Source: an optimization exercise on an open RTL-to-GDS flow (aim: small area, a short achievable clock period and few clock cycles per item). Production flows keep margins and buffers that such runs may drop. Function was checked by simulation only, so behaviour that the tests miss may differ from the original.

## flow/design.v (module list and top-level ports; edited modules follow where they fit)
// module pbtd_cfg_regs: 37 lines
// module pbtd_dc_track: 1047 lines
// module pbtd_fa: 10 lines
// module pbtd_ao22: 9 lines
// module pbtd_xor: 7 lines
// module pbtd_ha: 9 lines
// module pbtd_cpa: 194 lines
// module pbtd_gp: 11 lines
// module pbtd_gc: 8 lines
// module pbtd_beat_detect: 47 lines
// module ppg_beat_trough_detector: 203 lines
module ppg_beat_trough_detector (
  input  logic                                clk_i,
  input  logic                                rst_ni,
  input  logic                                s_axis_tvalid,
  output logic                                s_axis_tready,
  input  logic [pbtd_pkg::IN_TDATA_W-1:0]     s_axis_tdata,
  output logic                                m_axis_tvalid,
  input  logic                                m_axis_tready,
  output logic [pbtd_pkg::OUT_TDATA_W-1:0]    m_axis_tdata,
  input  logic                                cfg_valid_i,
  output logic                                cfg_ready_o,
  input  logic [pbtd_pkg::CFG_IDX_W-1:0]      cfg_index_i,
  input  logic [pbtd_pkg::CFG_DATA_W-1:0]     cfg_data_i
);
  // ...
==> flow/flow/run.sh <==
#!/bin/bash
set -euo pipefail
bash standard.sh synth > synth.log 2>&1
bash standard.sh SETUP_SLACK_MARGIN=15.5 MATCH_CELL_FOOTPRINT=0 \
  "BUFFER_PORTS_ARGS=-buffer_cell sky130_fd_sc_hd__buf_2" finish > layout.log 2>&1
==> flow/standard.sh <==
#!/bin/bash
# synth_recipe.tcl (not shown) runs the flow's synth.tcl, then flattens the netlist and writes it again
# the make line also repeats each setting of config.mk as NAME=value (left out here)
make -C /OpenROAD-flow-scripts/flow DESIGN_CONFIG=/design/flow/config.mk WORK_HOME=/design/flow/orfs CLKGATE_MAP_FILE= SYNTH_SCRIPT=/design/flow/synth_recipe.tcl "${@:-finish}"
==> flow/config.mk <==
export PLATFORM = sky130hd
export DESIGN_NAME = ppg_beat_trough_detector
export DESIGN_NICKNAME = ppg_beat_trough_detector
export VERILOG_FILES = /design/flow/design.v
export SDC_FILE = /design/flow/constraint.sdc
export NUM_CORES = 4
export LEC_CHECK = 0
export CAP_MARGIN = 20
export CORE_MARGIN = 2
export CORE_UTILIZATION = 40
export CTS_CLUSTER_DIAMETER = 80
export CTS_CLUSTER_SIZE = 25
export SLEW_MARGIN = 20
export SYNTH_HIERARCHICAL = 1
export SYNTH_MINIMUM_KEEP_SIZE = 0
==> flow/constraint.sdc <==
create_clock -name core_clock -period 21.0 [get_ports {clk_i}]
set_input_delay 4.2000 -clock core_clock [delete_from_list [all_inputs] [get_ports {clk_i}]]
set_output_delay 4.2000 -clock core_clock [all_outputs]
set_load 0.01 [all_outputs]
==> qor.txt, run 1 <==
================================================================================
Number of antenna violations at the first check in global routing              1
Cell with the biggest individual delay on the critical path                 fa_1
Post-Route Skew                                                       0.06231 ns
Number of buffers other than clock buffers in the final layout               182
Clk_buf instances                                                             27
Count of H-tree levels built during CTS                                        1
Largest delay share family, worst path                               adder cells
Top cells by count, synth                                           336 x xor2_1, 280 x a22o_1, 278 x fa_1
Combined area of the multi-input logic cells                        0.01992 mm^2
Status                                                              finished clean
Final HPWL from detailed placement                                      55630 um
Netlist cell types                                                            91
Number of flip-flops under the largest register name                          69
Number of tap instances                                                      959
Multi-input logic portion of the cell area                                0.6186
Number of buffers added on ports                                              67
Register share of the cell area                                           0.2401
Met1 capacity usage during global routing                                 0.3014
Fraction of the mapped netlist area in compound gates                     0.1680
Top metal layer carrying routed signals                                     met4
Pre-antenna DRT Iters                                                          5
Area of all placed cells without fillers                            0.03220 mm^2
Pin slew with the least headroom to its limit                           1.104 ns
Count of max-cap constraint violations                                         0
================================================================================
Testbench counts, summed over its fixed seeds: cycles 16,128, items 16,000.
==> module ppg_beat_trough_detector, before the edit <==
module ppg_beat_trough_detector (
  input  logic                                clk_i,
  input  logic                                rst_ni,
  input  logic                                s_axis_tvalid,
  output logic                                s_axis_tready,
  input  logic [pbtd_pkg::IN_TDATA_W-1:0]     s_axis_tdata,
  output logic                                m_axis_tvalid,
  input  logic                                m_axis_tready,
  output logic [pbtd_pkg::OUT_TDATA_W-1:0]    m_axis_tdata,
  input  logic                                cfg_valid_i,
  output logic                                cfg_ready_o,
  input  logic [pbtd_pkg::CFG_IDX_W-1:0]      cfg_index_i,
  input  logic [pbtd_pkg::CFG_DATA_W-1:0]     cfg_data_i
);
  pbtd_pkg::cfg_t cfg;
  logic        in_vld_q;
  logic        busy_nx;    
  logic [17:0] s_in_q;
  logic        go;         
  logic        consume;
  logic        in_rdy;     
  logic        s_rdy_q;    
  assign in_rdy        = !in_vld_q || go;
  assign consume       = in_vld_q && go;
  assign s_axis_tready = s_rdy_q;
  always_ff @(posedge clk_i or negedge rst_ni) begin
    if (!rst_ni) begin
      in_vld_q <= 1'b0;
    end else if (in_rdy) begin
      in_vld_q <= s_axis_tvalid;
    end
  end
  always_ff @(posedge clk_i) begin
    s_rdy_q <= (in_rdy ? !s_axis_tvalid : !in_vld_q) || !busy_nx || m_axis_tready;
  end
  always_ff @(posedge clk_i) begin
    if (in_rdy) begin
      s_in_q <= s_axis_tdata[17:0];
    end
  end
  logic [9:0]  cnt_q, cnt_n, len;
  logic [10:0] cnt_inc;
  logic        first_n, warm_n;
  assign len     = (cfg.warmup_len == '0) ? 10'd1 : cfg.warmup_len;
  assign first_n = (cnt_q == '0);
  assign cnt_inc = {1'b0, cnt_q} + 11'd1;
  assign cnt_n   = (cnt_inc > {1'b0, len}) ? len : cnt_inc[9:0];
  assign warm_n  = (cnt_inc >= {1'b0, len});
  logic        pend_q, first_l_q, warm_l_q;
  logic [7:0]  one_q, two_q, neg_q;
  logic        s8_q;
  logic [17:0] s_k_q;
  logic [34:0] d_q, d_n;
  logic [18:0] delta;
  logic [50:0] tree_a, tree_b;
  assign delta = consume ? ({1'b0, s_in_q} - {1'b0, s_k_q}) : 19'd0;
  pbtd_dc_track u_tree (
    .d_i     (d_q),
    .one_i   (one_q),
    .two_i   (two_q),
    .neg     (neg_q),
    .s8_i    (s8_q),
    .xa_i    (consume ? s_in_q : 18'd0),
    .xb_i    (consume ? s_k_q  : 18'd0),
    .a_o     (tree_a),
    .b_o     (tree_b)
  );
  pbtd_cpa u_cpa (
    .a_i (tree_a),
    .b_i (tree_b),
    .s_o (d_n)
  );
  always_ff @(posedge clk_i) begin
    d_q <= d_n;
    if (consume) begin
      s_k_q     <= s_in_q;
      first_l_q <= first_n;
      warm_l_q  <= warm_n;
    end
  end
  always_ff @(posedge clk_i or negedge rst_ni) begin
    if (!rst_ni) begin
      pend_q <= 1'b0;
      cnt_q  <= '0;
    end else if (consume) begin
      pend_q <= 1'b1;
      cnt_q  <= cnt_n;
    end else if (go) begin
      pend_q <= 1'b0;
    end
  end
  logic        pend_nx, first_nx, warm_nx;
  logic [7:0]  one_f, two_f, neg_f, one_s, two_s, neg_s;
  logic [7:0]  one_e, two_e, neg_e;
  logic        s8_e;
  function automatic logic [23:0] booth_neg(input logic [15:0] a);
    logic [16:0] ax;
    logic [7:0]  one, two, neg;
    ax = {a, 1'b0};
    for (int i = 0; i < 8; i++) begin
      one[i] = ax[2*i+1] ^ ax[2*i];
      two[i] = (ax[2*i+2] & ~ax[2*i+1] & ~ax[2*i]) | (~ax[2*i+2] & ax[2*i+1] & ax[2*i]);
      neg[i] = ~ax[2*i+2];
    end
    booth_neg = {one, two, neg};
  endfunction
  logic [23:0] enc_f, enc_s;
  assign enc_f = booth_neg(cfg.alpha_fast);
  assign enc_s = booth_neg(cfg.alpha_slow);
  assign one_f = enc_f[23:16];
  assign two_f = enc_f[15:8];
  assign neg_f = enc_f[7:0];
  assign one_s = enc_s[23:16];
  assign two_s = enc_s[15:8];
  assign neg_s = enc_s[7:0];
  assign pend_nx  = consume || (pend_q && !go);
  assign first_nx = consume ? first_n : first_l_q;
  assign warm_nx  = consume ? warm_n  : warm_l_q;
  assign one_e    = first_nx ? 8'd0 : (warm_nx ? one_s : one_f);
  assign two_e    = first_nx ? 8'd0 : (warm_nx ? two_s : two_f);
  assign neg_e    = first_nx ? 8'd0 : (warm_nx ? neg_s : neg_f);
  assign s8_e     = !first_nx && !(warm_nx ? cfg.alpha_slow[15] : cfg.alpha_fast[15]);
  always_ff @(posedge clk_i) begin
    if (pend_nx && (!busy_nx || m_axis_tready)) begin
      one_q <= one_e;
      two_q <= two_e;
      neg_q <= neg_e;
      s8_q  <= s8_e;
    end else begin
      one_q <= '0;
      two_q <= '0;
      neg_q <= '0;
      s8_q  <= 1'b1;
    end
  end
  logic        res_vld_q, warm_r_q;
  logic [18:0] delta_r_q;
  logic        push, beat;
  logic [18:0] level;
  assign push = res_vld_q && go;
  always_ff @(posedge clk_i or negedge rst_ni) begin
    if (!rst_ni) begin
      res_vld_q <= 1'b0;
    end else if (go) begin
      res_vld_q <= pend_q;
    end
  end
  always_ff @(posedge clk_i) begin
    if (go) begin
      delta_r_q <= delta;
      warm_r_q  <= warm_l_q;
    end
  end
  pbtd_beat_detect u_beat (
    .clk_i      (clk_i),
    .rst_ni     (rst_ni),
    .push_i     (push),
    .warm_i     (warm_r_q),
    .d_i        (d_q),
    .delta_i    (delta_r_q),
    .thr_i      (cfg.trough_threshold),
    .refr_len_i (cfg.refractory_len),
    .beat_o     (beat),
    .level_o    (level)
  );
  logic        out_vld_q, skid_vld_q;
  logic [20:0] out_q, skid_q, res;
  assign res = {warm_r_q, level, beat};
  assign go  = !skid_vld_q;
  assign busy_nx = skid_vld_q || (out_vld_q && push);
  always_ff @(posedge clk_i or negedge rst_ni) begin
    if (!rst_ni) begin
      out_vld_q  <= 1'b0;
      skid_vld_q <= 1'b0;
    end else begin
      if (!out_vld_q || m_axis_tready) begin
        out_vld_q  <= skid_vld_q || push;
        skid_vld_q <= 1'b0;
      end else if (push) begin
        skid_vld_q <= 1'b1;
      end
    end
  end
  always_ff @(posedge clk_i) begin
    if (!out_vld_q || m_axis_tready) begin
      out_q <= skid_vld_q ? skid_q : res;
    end
    if (push) begin
      skid_q <= res;
    end
  end
  assign m_axis_tvalid = out_vld_q;
  assign m_axis_tdata  = {3'b000, out_q};
  pbtd_cfg_regs u_cfg (
    .clk_i       (clk_i),
    .rst_ni      (rst_ni),
    .cfg_valid_i (cfg_valid_i),
    .cfg_ready_o (cfg_ready_o),
    .cfg_index_i (cfg_index_i),
    .cfg_data_i  (cfg_data_i),
    .cfg_o       (cfg)
  );
endmodule
==> inputs of run 2 (changes only) <==
--- a/flow/design.v
+++ b/flow/design.v
@@ -1573,16 +1573,38 @@
     end
   end
-  pbtd_beat_detect u_beat (
-    .clk_i      (clk_i),
-    .rst_ni     (rst_ni),
-    .push_i     (push),
-    .warm_i     (warm_r_q),
-    .d_i        (d_q),
-    .delta_i    (delta_r_q),
-    .thr_i      (cfg.trough_threshold),
-    .refr_len_i (cfg.refractory_len),
-    .beat_o     (beat),
-    .level_o    (level)
-  );
+  logic signed [34:0] prev_q, ac;
+  logic [7:0]         refr_q, refr_d;
+  logic [18:0]        ac_hi;
+  logic               hit, pv_q;
+  assign ac_hi = d_q[34:16] - delta_r_q;
+  assign ac    = $signed({ac_hi, d_q[15:0]});
+  assign hit   = pv_q && ($signed(prev_q[34:16]) < $signed(cfg.trough_threshold)) && (ac > prev_q);
+  always_comb begin
+    refr_d = refr_q;
+    beat   = 1'b0;
+    if (warm_r_q) begin
+      if (refr_q != 8'd0) begin
+        refr_d = refr_q - 8'd1;
+      end else if (hit) begin
+        beat   = 1'b1;
+        refr_d = cfg.refractory_len;
+      end
+    end
+  end
+  always_ff @(posedge clk_i or negedge rst_ni) begin
+    if (!rst_ni) begin
+      pv_q   <= 1'b0;
+      refr_q <= '0;
+    end else if (push) begin
+      pv_q   <= 1'b1;
+      refr_q <= refr_d;
+    end
+  end
+  always_ff @(posedge clk_i) begin
+    if (push) begin
+      prev_q <= ac;
+    end
+  end
+  assign level = (ac_hi == 19'h40000) ? 19'h40001 : ac_hi;
   logic        out_vld_q, skid_vld_q;
   logic [20:0] out_q, skid_q, res;
==> run 2 against run 1 <==
Against the previous run: still clean; die area fell by 1.5%; global-route usage rose by 0.13 points; utilization increased by 0.94 points; area after synthesis down 1.6%; worst setup slack better by 0.017 ns; sequential share of layout area about the same; final area is 0.22% higher; critical path type unchanged; critical endpoint is now refr_q[0].
==> qor.txt, run 2 <==
================================================================================
Stage delay of the slowest cell on the critical path                     0.53 ns   was 0.52 ns
Period utilization                                                        0.2592   was 0.2600
Routed wire per std cell                                                23.57 um   was 23.62 um
Sequential area share after synthesis                                     0.2652   was 0.2610
Total clock buffers created by CTS                                            25   was 24
Clock insertion delay at the later pin of the skew report                0.62 ns   was 0.63 ns
Sum of negative setup slack                                                 0 ns   unchanged
Total grt overflow                                                             0   unchanged
Headroom to the max-slew limit                                            0.3400   was 0.2609
Post-route DRC                                                                 0   unchanged
Inst Count DP                                                               3549   was 3590
Ant diodes                                                                     0   unchanged
Critical setup path kind                                            flop to flop   unchanged
CTS Sinks                                                                    289   unchanged
Global Route met3 Usage                                                  0.04426   was 0.02890
Count of flip-flops with a built-in enable after synthesis                   133   unchanged
Pre-antenna DRT Iters                                                          5   unchanged
Number of buffers added on ports                                              67   unchanged
Synthesized instance count                                                  2623   was 2667
Total number of placement rows                                                98   was 99
Largest net degree at the start of global routing                             72   was 67
Netlist cell types                                                            82   was 91
Count of fill cells added during filler insertion                           6523   was 6810
Worst-case reg-to-reg path depth                                              20   was 17
Number of flip-flops under the largest register name                          69   unchanged
Number of ports placed on the die boundary                                    78   unchanged
Core region area                                                    0.07124 mm^2   was 0.07259 mm^2
Class of the tightest hold or removal check                         flop to flop   unchanged
Total wire length                                                       86850 um   was 87340 um
Post-Layout Cell Count                                                      3685   was 3698
Biggest register                                                     u_cfg.cfg_q   unchanged
Final setup fails                                                              0   unchanged
Final Max Tran Viols                                                           0   unchanged
Cell repeated most along the worst path                                    inv_1   was fa_1
Horizontal die dimension                                                272.0 um   was 274.1 um
Root buf cell                                                          clkbuf_16   unchanged
Grt met2 use                                                              0.3830   was 0.3878
Commonest cells after routing, fill and taps aside                  330 x xor2_1, 280 x a22o_1, 266 x fa_1, 206 x inv_1, 193 x ha_1   was 328 x xor2_1, 280 x a22o_1, 268 x fa_1, 197 x inv_1, 194 x ha_1
Final HPWL from detailed placement                                      54010 um   was 55630 um
Pin slew with the least headroom to its limit                          0.9900 ns   was 1.104 ns
Vias in the first global route                                             22360   was 22510
Starting DRT DRC Count                                                      1776   was 1781
Post-Route Skew                                                       0.03574 ns   was 0.06231 ns
Total vias in the final route                                              21210   was 21390
Leading cell type in the layout, fill and taps excluded                   xor2_1   unchanged
Sequence of cells on the critical path                              buf_6, inv_1, ha_1, inv_1, fa_2, a21o_2, a22o_1, o311ai_2, a21oi_2, a31oi_1, xor2_1, inv_1, ha_1, and3_1, nand4_1, or3_4, a311o_1, a31o_4, or2_4, a311o_1   was buf_12, buf_4, a22o_1, xor2_1, fa_1, fa_1, fa_1, fa_1, fa_1, ha_1, and2_1, a21o_1, a21o_1, a21o_1, a21o_4, a21o_1, xor2_1
Critical-path maximum fanout                                                  18   was 9
Global-route wire length before repair                                 132200 um   was 133400 um
Cell with the biggest individual delay on the critical path               xor2_1   was fa_1
Predominant post-synthesis flop cell                                    edfxtp_1   unchanged
Remaining antenna violation count                                              0   unchanged
GRT Max-Usage Layer                                                         met2   unchanged
Top cells by area, synth                                            fa_1 19%, edfxtp_1 14%, xor2_1 10%   unchanged
Cell depth of the worst min-delay path                                         2   unchanged
Shortest clock period the worst path allows after layout                5.443 ns   was 5.460 ns
Total routing usage reported by global routing                            0.2313   was 0.2300
Number of antenna violations at the first check in global routing              0   was 1
Fmax                                                                   183.7 MHz   was 183.1 MHz
NumNets Final                                                               3240   was 3245
Layout area overhead                                                      12.38%   was 10.37%
Yosys top cell by area                                                      fa_1   unchanged
Per-instance average area after synthesis                             10.95 um^2   was 10.94 um^2
Vertical extent of the die                                              272.0 um   was 274.1 um
Vias per inst                                                              5.754   was 5.784
Total die area                                                      0.07396 mm^2   was 0.07511 mm^2
Clk slew on worst S/H paths                                              0.09 ns   about the same
Met1 capacity usage during global routing                                 0.2949   was 0.3014
Status                                                              finished clean   unchanged
Data required time of the worst path                                    21.50 ns   was 21.51 ns
Routability-driven placement congestion ratio                             0.8691   was 0.8887
Count of H-tree levels built during CTS                                        1   unchanged
Largest registers in the final layout                               u_cfg.cfg_q x69, d_q x35, prev_q x35   was u_cfg.cfg_q x69, d_q x35, u_beat.prev_q x35
Share of flip-flops with an asynchronous set or reset                     0.3218   unchanged
Seq cells post-synth                                                         289   unchanged
Number of buffers between clock root and the deepest sink                      3   unchanged
Number of hold buffers added after CTS                                         0   unchanged
Count of max-cap constraint violations                                         0   unchanged
Kind of start point of the critical path                                    flop   unchanged
Most numerous cell in the Yosys netlist                                   xor2_1   unchanged
Clock tree from TritonCTS                                                   done   unchanged
Layout cell share with drive strength beyond 1                            0.1707   was 0.1632
RSZ-0062 raised after global routing                                         yes   unchanged
Top cells by count, synth                                           338 x xor2_1, 281 x a22o_1, 278 x fa_1   was 336 x xor2_1, 280 x a22o_1, 278 x fa_1
Fraction of post-synthesis cell area in the top cell type by area         0.1938   was 0.1908
Syn Std Cell Area                                                   0.02872 mm^2   was 0.02918 mm^2
Fin. Hold Viols                                                                0   unchanged
Initial cell density of the core                                          0.4031   was 0.4019
Critical Path End Type                                                      flop   unchanged
Synth Warn #                                                                   8   was 9
Worst path arrival time                                                  5.94 ns   was 5.97 ns
================================================================================
## run 2: modules after synthesis (local to each module, per instance), a selection
module                    times used  flip-flops and latches
pbtd_ao22                        280                       0
ppg_beat_trough_detector           1                     220
pbtd_gc                           38                       0
pbtd_cfg_regs                      1                      69
pbtd_gp                           62                       0
pbtd_fa                          276                       0
pbtd_dc_track                      1                       0
pbtd_xor                         315                       0
pbtd_ha                           79                       0
## run 2: logic make-up after synthesis
kind of cell | count (synthesis) | share of synthesized area
AO/OA/AOI/OAI | 594 | 0.1625
adder cells (fa/ha/maj) | 473 | 0.2787
AND/OR/NAND/NOR | 435 | 0.07886
XOR/XNOR | 385 | 0.1174
buffers and inverters | 353 | 0.06147
flip-flops | 289 | 0.2652
multiplexers | 92 | 0.03559
other | 2 | 0.0002615
## run 2: worst max-delay path: cells and delay by family (launching register included)
kind	cells	cell delay, ns
simple gates	4	1.05
compound gates	8	2.18
xor+xnor	1	0.53
flops	1	0.31
fa+ha+maj	3	0.81
buf+inv	4	0.45
## run 2: final cells by class
cell class	instances	area, um^2	share of cell area
inverters	208	784.5	0.02431
multi-input cells	1983	19570	0.6063
well taps	950	1189	0.03683
clock buffers	27	633.1	0.01962
flip-flops and latches	289	7741	0.2399
clock inverters	19	324.1	0.01004
repair buffers	209	2036	0.06308
## run 2: what timing repair did
item | in CTS | in global routing
endpoints found under the setup margin | 37 | 28
pin swaps | 13 | 18
hold endpoints to repair | 0 | 0
resized for setup | 116 | 36
gates cloned | 10 | 1
buffers inserted | 60 | 17
## run 2: metrics by stage
step,instance area (um^2),hold slack [ns],utilization,worst slack (ns)
3_5_place_dp,29740,0.4485,0.4174,14.75
4_1_cts,31910,0.4704,0.4480,15.49
6_report,32270,0.4703,0.4530,15.56
3_3_place_gp,29720,0.4367,0.4172,14.86
2_1_floorplan,28780,0.4090,-,15.52
5_1_grt,32270,0.5336,0.4530,15.42
## run 2: path summary, 6_finish.rpt
check	from	end	slack, ns
worst max-delay path	d_q[16]	refr_q[0]	15.56
worst min-delay path	first_l_q	first_l_q	0.47
worst max register to register	d_q[16]	refr_q[0]	15.56
worst min register to register	first_l_q	first_l_q	0.47
max in group asynchronous	rst_ni	refr_q[7]	16.34
min in group asynchronous	rst_ni	in_vld_q	3.46
## run 2: metal layers
metal / up-vias / part of all wire
met4: 0 / 0.046
met2: 891 / 0.47
met3: 230 / 0.080
li1: 9317 / -
met5: - / 0
met1: 10770 / 0.40
Testbench counts of run 2, summed over its fixed seeds: cycles 16,128, items 16,000.
==> inputs of run 3 (changes only) <==
==> flow/run.sh (new file) <==
#!/bin/bash
# synth_recipe.tcl (not shown) runs the flow's synth.tcl, then flattens the netlist and writes it again
# the make line also repeats each setting of config.mk as NAME=value (left out here)
make -C /OpenROAD-flow-scripts/flow DESIGN_CONFIG=/design/flow/config.mk WORK_HOME=/design/flow/orfs CLKGATE_MAP_FILE= SYNTH_SCRIPT=/design/flow/synth_recipe.tcl finish
removed: flow/flow/run.sh
removed: flow/standard.sh
==> run 3 against run 2 <==
Against the previous run: wire length fell by 9.1%; still clean on timing, DRC and antenna; flip-flop and latch count unchanged; via count fell by 4.0%; highest routed layer unchanged; critical path depth shrank 2; critical path type unchanged.
==> qor.txt, run 3 <==
====================================================================================
Clk slew on worst S/H paths                                                  0.10 ns   was 0.09 ns
Routability-driven placement congestion ratio                                 0.8401   was 0.8691
Top cells by area, synth                                                fa_1 19%, edfxtp_1 14%, xor2_1 10%   unchanged
Biggest register                                                         u_cfg.cfg_q   unchanged
Simple-Gate Fraction of Synth Area                                           0.07886   unchanged
Largest net degree at the start of global routing                                 66   was 72
Pre-antenna DRT Iters                                                              5   unchanged
CTS Sinks                                                                        289   unchanged
Class of the tightest hold or removal check                             flop to flop   unchanged
Core region area                                                        0.07124 mm^2   unchanged
Number of antenna violations at the first check in global routing                  0   unchanged
Critical Path End Type                                                          flop   unchanged
Number of buffers between clock root and the deepest sink                          3   unchanged
Data required time of the worst path                                        21.55 ns   was 21.50 ns
Root buf cell                                                              clkbuf_16   unchanged
Layout cell share with drive strength beyond 1                               0.09283   was 0.1707
Critical setup path kind                                                flop to flop   unchanged
Headroom to the max-slew limit                                                0.2838   was 0.3400
Commonest cells after routing, fill and taps aside                      338 x xor2_1, 281 x a22o_1, 278 x fa_1, 206 x inv_1, 195 x ha_1   was 330 x xor2_1, 280 x a22o_1, 266 x fa_1, 206 x inv_1, 193 x ha_1
Combinational family with the most area after synthesis                  adder cells   unchanged
Worst path arrival time                                                      7.12 ns   was 5.94 ns
Kind of start point of the critical path                                        flop   unchanged
Count of flip-flops with a built-in enable after synthesis                       133   unchanged
Horizontal die dimension                                                    272.0 um   unchanged
Post-route DRC                                                                     0   unchanged
Pin slew with the least headroom to its limit                               1.073 ns   was 0.9900 ns
Period utilization                                                            0.3130   was 0.2592
Adder-cell area share of the yosys netlist                                    0.2787   unchanged
Fraction of the mapped netlist area in compound gates                         0.1625   unchanged
Number of hold buffers added after CTS                                             0   unchanged
Yosys top cell by area                                                          fa_1   unchanged
Per-instance average area after synthesis                                 10.95 um^2   unchanged
Status                                                                  finished clean   unchanged
Final Max Tran Viols                                                               0   unchanged
Global-route wire length before repair                                     124100 um   was 132200 um
Sum of negative setup slack                                                     0 ns   unchanged
Fmax                                                                       152.1 MHz   was 183.7 MHz
Syn Std Cell Area                                                       0.02872 mm^2   unchanged
Reg-to-reg critical path startpoint                                         neg_q[6]   was d_q[16]
Fraction of post-synthesis cell area in the top cell type by area             0.1938   unchanged
Final HPWL from detailed placement                                          54020 um   was 54010 um
Final setup fails                                                                  0   unchanged
Most numerous cell in the Yosys netlist                                       xor2_1   unchanged
RSZ-0062 raised after global routing                                              no   was yes
Setup slack, reg-to-reg                                                     14.43 ns   was 15.56 ns
Top cells by count, synth                                               338 x xor2_1, 281 x a22o_1, 278 x fa_1   unchanged
Number of ports placed on the die boundary                                        78   unchanged
Launching instance or port of the critical path                             neg_q[6]   was d_q[16]
Post-Route Skew                                                           0.05715 ns   was 0.03574 ns
Total wire length                                                           78900 um   was 86850 um
NumNets Final                                                                   3156   was 3240
Largest registers in the final layout                                   u_cfg.cfg_q x69, d_q x35, prev_q x35   unchanged
Starting DRT DRC Count                                                          1334   was 1776
Total grt overflow                                                                 0   unchanged
Vias per inst                                                                  5.653   was 5.754
Number of buffers added on ports                                                  67   unchanged
Fin. Hold Viols                                                                    0   unchanged
Number of flip-flops under the largest register name                              69   unchanged
Number of resized instances in the post-cts repair step                            0   was 116
Count of fill cells added during filler insertion                               6603   was 6523
Combined area of the multi-input logic cells                            0.01937 mm^2   was 0.01957 mm^2
Parity-gate share of the synthesized area counting xor and xnor cells         0.1174   unchanged
Vertical extent of the die                                                  272.0 um   unchanged
Initial cell density of the core                                              0.4031   unchanged
Remaining antenna violation count                                                  0   unchanged
Total vias in the final route                                                  20360   was 21210
Netlist cell types                                                                82   unchanged
Shortest clock period the worst path allows after layout                    6.573 ns   was 5.443 ns
Seq cells post-synth                                                             289   unchanged
Hold_sp                                                                     warm_l_q   was first_l_q
Layout area overhead                                                          8.034%   was 12.38%
Clock tree from TritonCTS                                                       done   unchanged
Total clock buffers created by CTS                                                24   was 25
Vias in the first global route                                                 21850   was 22360
Post-CTS setup repair buffer count                                                 0   was 60
Critical-path maximum fanout                                                      27   was 18
Storage cell area                                                       0.007625 mm^2   was 0.007741 mm^2
Synthesized instance count                                                      2623   unchanged
Multiplexer share of the synthesized area                                    0.03559   unchanged
Total routing usage reported by global routing                                0.2129   was 0.2313
Worst hold slack                                                           0.4552 ns   was 0.4703 ns
Leading cell type in the layout, fill and taps excluded                       xor2_1   unchanged
Synth Warn #                                                                       8   unchanged
Sequential area share after synthesis                                         0.2652   unchanged
Predominant post-synthesis flop cell                                        edfxtp_1   unchanged
Count of max-cap constraint violations                                             0   unchanged
Routed wire per std cell                                                    21.91 um   was 23.57 um
Total die area                                                          0.07396 mm^2   unchanged
Share of flip-flops with an asynchronous set or reset                         0.3218   unchanged
Total number of placement rows                                                    98   unchanged
Count of H-tree levels built during CTS                                            1   unchanged
Clock insertion delay at the later pin of the skew report                    0.63 ns   was 0.62 ns
====================================================================================
run 3: cell counts after synthesis:
No cell type changed its count.
run 3: kinds of logic (layout without fill, tap and decap cells):
kind of cell | Yosys count | after routing
other | 2 | 5
XOR/XNOR | 385 | 385
multiplexers | 92 | 92
AND/OR/NAND/NOR | 435 | 435
adder cells (fa/ha/maj) | 473 | 473
buffers and inverters | 353 | 378
flip-flops | 289 | 289
AO/OA/AOI/OAI | 594 | 594
run 3: path summary, 6_finish.rpt:
check	depth (start not counted)	to
min in group asynchronous	1	cnt_q[9]
hold / removal	0	warm_r_q
setup / recovery	18	d_q[32]
max in group asynchronous	2	refr_q[4]
hold reg to reg	0	warm_r_q
setup reg to reg	18	d_q[32]
run 3: final cells by class:
cell class                 count  share of cell area
antenna                        1          0.00008065
clock buffer                  27             0.01972
clock inverter                17             0.01044
inverter                     208             0.02516
multi-input combinational   1983              0.6243
sequential                   289              0.2458
tap                          950             0.03831
timing repair buffer         126             0.03625
run 3: stage by stage:
step	instance area [um^2]	instances	setup WS, ns	util
3_5_place_dp	30060	3554	14.50	0.4220
5_1_grt	31020	3600	14.20	0.4355
6_report	31030	3601	14.43	0.4355
3_3_place_gp	30050	3553	14.56	0.4218
4_1_cts	31000	3598	14.44	0.4351
2_1_floorplan	28730	2625	14.80	-
run 3: routing by layer:
metal	track usage	vias up	wire length (um)
met5	0	-	0
met4	0.07562	0	2895
met3	0.03570	167	4714
met2	0.3680	702	38470
met1	0.2683	10350	32820
li1	-	9133	-
run 3: worst max-delay path: stages (launching register included):
cell and delay (ns):
dfxtp_2 0.62, buf_4 0.60, xor2_1 0.28, fa_1 0.47, fa_1 0.41, fa_1 0.53, fa_1 0.43, ha_1 0.31
and2_1 0.14, and2_1 0.15, and2_1 0.12, a21o_1 0.16, a21o_1 0.19, a21o_1 0.24, a21o_1 0.42, a21o_1 0.75
a21o_1 0.29, a21o_1 0.15, xor2_1 0.15
run 3: modules after synthesis (local to each module, per instance), excerpt:
module | copies in the design | flops+latches | area (um^2)
ppg_beat_trough_detector | 1 | 220 | 11660
pbtd_fa | 276 | 0 | 20.02
pbtd_dc_track | 1 | 0 | 1529
pbtd_gp | 62 | 0 | 13.76
pbtd_cfg_regs | 1 | 69 | 2665
pbtd_xor | 315 | 0 | 8.758
pbtd_ha | 79 | 0 | 12.51
pbtd_ao22 | 280 | 0 | 8.758

re-timing with driven ports:
No port has a modelled driver above. Below, the same layouts with a new extraction and two added sets of constraints.
Step 1 sets driving cells, clkbuf_16 on the clock port and buf_2 on the other inputs (assumed; they add their load-dependent delay and slew).
Step 2, shift: input delay + t, output delay - t, t = (earliest + latest rising clock arrival at the registers) / 2. This alone moves slack from input paths to output paths.
Slacks: ideal ports / drivers / drivers and shift; pairs: ideal ports / drivers.
run | shift t [ns] | slack for setup (ns) | worst hold slack (ns)
run 1 | 0.657 | 15.540 / 15.485 / 15.032 | 0.475 / 0.475 / 0.475
run 2 | 0.665 | 15.557 / 15.553 / 15.184 | 0.470 / 0.470 / 0.470
run 3 | 0.663 | 14.427 / 14.427 / 14.427 | 0.455 / 0.455 / 0.455
After both steps setup and hold are still met in every run listed. For run 1, which loses most, drivers alone change the setup slack by -0.055 ns; drivers and shift together by -0.508 ns.
